From an optimization exercise on the open Yosys and OpenROAD flow, aimed at small area, a short achievable clock period and few clock cycles per item; shortcuts taken in it are not production practice.
Power and IR drop assume default switching activity.

== run D ==
Design sawtooth_tone_fir_generator, start of the top module:
module sawtooth_tone_fir_generator #(
  parameter int TAPS       = stfir_pkg::TAPS_DEF,
  parameter int BLINK_HALF = stfir_pkg::BLINK_HALF_DEF
) (
  input  logic                                 clk,
  input  logic                                 rst_n,
  input  logic                                 cfg_we,
  input  logic [stfir_pkg::CFG_IDX_W-1:0]      cfg_index,
  input  logic [stfir_pkg::CFG_DATA_W-1:0]     cfg_wdata,
  input  logic                                 in_valid,
  output logic                                 in_stall,
  input  logic                                 in_slot_tick,
  output logic                                 out_valid,
  input  logic                                 out_stall,
  output logic signed [stfir_pkg::SAMPLE_W-1:0] out_sample_out,
  output logic                                 out_led_on
);
export LEC_CHECK = 0
export ABC_CLOCK_PERIOD_IN_PS = 3500
export CAP_MARGIN = 20
export CORE_MARGIN = 2
export CORE_UTILIZATION = 50
export SETUP_SLACK_MARGIN = 5
export SLEW_MARGIN = 20
create_clock -name core_clock -period 8.5 [get_ports {clk}]
standard.sh (not shown) runs the stock make flow with config.mk's settings and CLKGATE_MAP_FILE= SYNTH_SCRIPT=/design/flow/synth_recipe.tcl, a recipe that flattens the netlist after the stock synthesis.
==> flow/flow/run.sh <==
#!/bin/bash
# Standard layout, with one netlist clean-up between synthesis and floorplan:
# flow/fixinv.py removes inverters around full-adder cells (see its header).
# Each tool's output goes to a log file of its own in this folder.
set -euo pipefail
R=orfs/results/${FLOW_PLATFORM}/sawtooth_tone_fir_generator/base
bash standard.sh synth > flow_synth.log 2>&1
cp "$R/1_2_yosys.v" yosys_before_fixinv.v
python3 flow/fixinv.py "$R/1_2_yosys.v" > flow_fixinv.log 2>&1
rm -f "$R/1_synth.odb" "$R/1_synth.sdc"
bash standard.sh finish > flow_finish.log 2>&1
Other scripts of this flow, unchanged in this note and not shown: flow/flow/fixinv.py
The inputs of run C differ from those of run D as listed below.
diff --git a/flow/design.v b/flow/design.v
--- a/flow/design.v
+++ b/flow/design.v
@@ -2423,34 +2423,37 @@
   logic              led_r;
   logic              out_valid_r, out_led_r, skid_valid_r, skid_led_r;
   logic signed [SAMPLE_W-1:0] out_sample_r, skid_sample_r;
   logic              in_take, tick, odd_tick, pop, step_we, amp_we, flush, issue;
   logic [CNT_W:0]    cnt_inc;
   logic              led_new;
   logic [CNT_W-1:0]  cnt_new;
   logic signed [PW-1:0] pbase, pnext;
-  logic signed [PW:0]   psum;
+  logic signed [PW:0]   psum, pwtest;
+  logic              pwrap;
   logic signed [PW-1:0] x0, y0, x1, y1, x2, y2, x3, y3;
   logic signed [EW-1:0] e0_n, e1_n, e2_n, e3_n;
   logic [ACC_W-1:0]  fir_s, fir_c;
   logic [51:0]       mul_s, mul_c, prod;
   logic signed [SAMPLE_W-1:0] d_q, smp;
   logic              sel_r, sel_n, sel_a;
   assign in_stall = skid_valid_r || (slot_cnt_r[0] && !(fv0_r || vc_r));
   assign in_take  = in_valid && !in_stall;
   assign tick     = in_take && in_slot_tick;
   assign odd_tick = tick && slot_cnt_r[0];
   assign pop      = out_valid_r && !out_stall;
   assign step_we  = cfg_we && cfg_index == CFG_PHASE_STEP;
   assign amp_we   = cfg_we && cfg_index == CFG_AMPLITUDE;
   assign flush    = step_we || amp_we;
   assign pbase = rc1_r ? ph_r : (rc2_r ? pn_r : (rc3_r ? pnn_r : p3_r));
   assign psum  = $signed({pbase[PW-1], pbase}) + $signed({2'b00, step_r});
-  assign pnext = (psum > $signed((PW + 1)'(1048576))) ? PW'(psum - (PW + 1)'(2097152)) : PW'(psum);
+  assign pwrap = !pwtest[PW];
+  assign pwtest = $signed({pbase[PW-1], pbase}) + $signed({2'b00, step_r}) - $signed((PW + 1)'(1048577));
+  assign pnext = {psum[PW-1] ^ pwrap, psum[PW-2:0]};
   assign sel_r = lead_r[0];
   assign sel_n = lead_r[1];
   assign sel_a = lead_r[2];
   assign issue = !flush && ((sel_r && !rc1_r) || (sel_n && !rc1_r && !rc2_r) || (sel_a && odd_tick));
   always_comb begin
     x0 = p3_r;  y0 = pnn_r; x1 = pn_r; y1 = h5_r; x2 = ph_r; y2 = h4_r; x3 = h2_r; y3 = h3_r;
     if (sel_r) begin
       x0 = pn_r;  y0 = ph_r; x1 = h2_r; y1 = h7_r; x2 = h3_r; y2 = h6_r; x3 = h4_r; y3 = h5_r;
## What came out
- On via count of the first global-routing pass, the lower figure sits with run D, not run C.
- Core utilization essentially unchanged between run C and run D.
- Per the comparison of run C with run D, fraction of layout instances using a drive strength above 1 now smaller, cell count now larger, sequential cell count of the final layout comparable, smallest hold slack comparable, portion of total power attributed to the clock network now larger.
- Side by side, relative contribution of combinational cells to total power turned out lower in run C than in run D.
- In run C relative to run D, area of combinational cells with multiple inputs had gone up by a few percent.
- Any difference in average size of a mapped cell between run D and run C is small enough to ignore.
- Run D: no failed stages, no open violations at the end
- Run C ran to completion and came out clean on the timing, DRC and antenna checks.
- Total inserted antenna cells for run C: 1 down relative to run D
- [run C] setup slack fell 0.23 ns relative to run D
Function was not checked in any run of this note: the RTL went through the layout flow alone.

[what the ideal ports hide]
The results above use ideal ports. As a check the final layouts listed here were re-extracted and re-timed, cells and wires unchanged. Step 1 sets driving cells, clkbuf_16 on the clock port and buf_2 on the other inputs (assumed; they add their load-dependent delay and slew). Step 2, shift: input delay + t, output delay - t, t = (earliest + latest rising clock arrival at the registers) / 2. This alone moves slack from input paths to output paths. Three values: no drivers, after step 1, after step 2; two values: the first two.
| run | t (ns) | setup WS [ns] | clock arrival spread, ns | slew at the worst register clock pin (ns) | worst data-port slew with drivers (ns) |
|---|---|---|---|---|---|
| run D | 0.734 | 4.185 / 4.185 / 4.185 | 0.026 / 0.026 | 0.07 / 0.07 | 0.04 |
| run C | 0.735 | 3.956 / 3.956 / 3.956 | 0.035 / 0.034 | 0.07 / 0.07 | 0.05 |
After both steps every run listed still meets setup and hold.
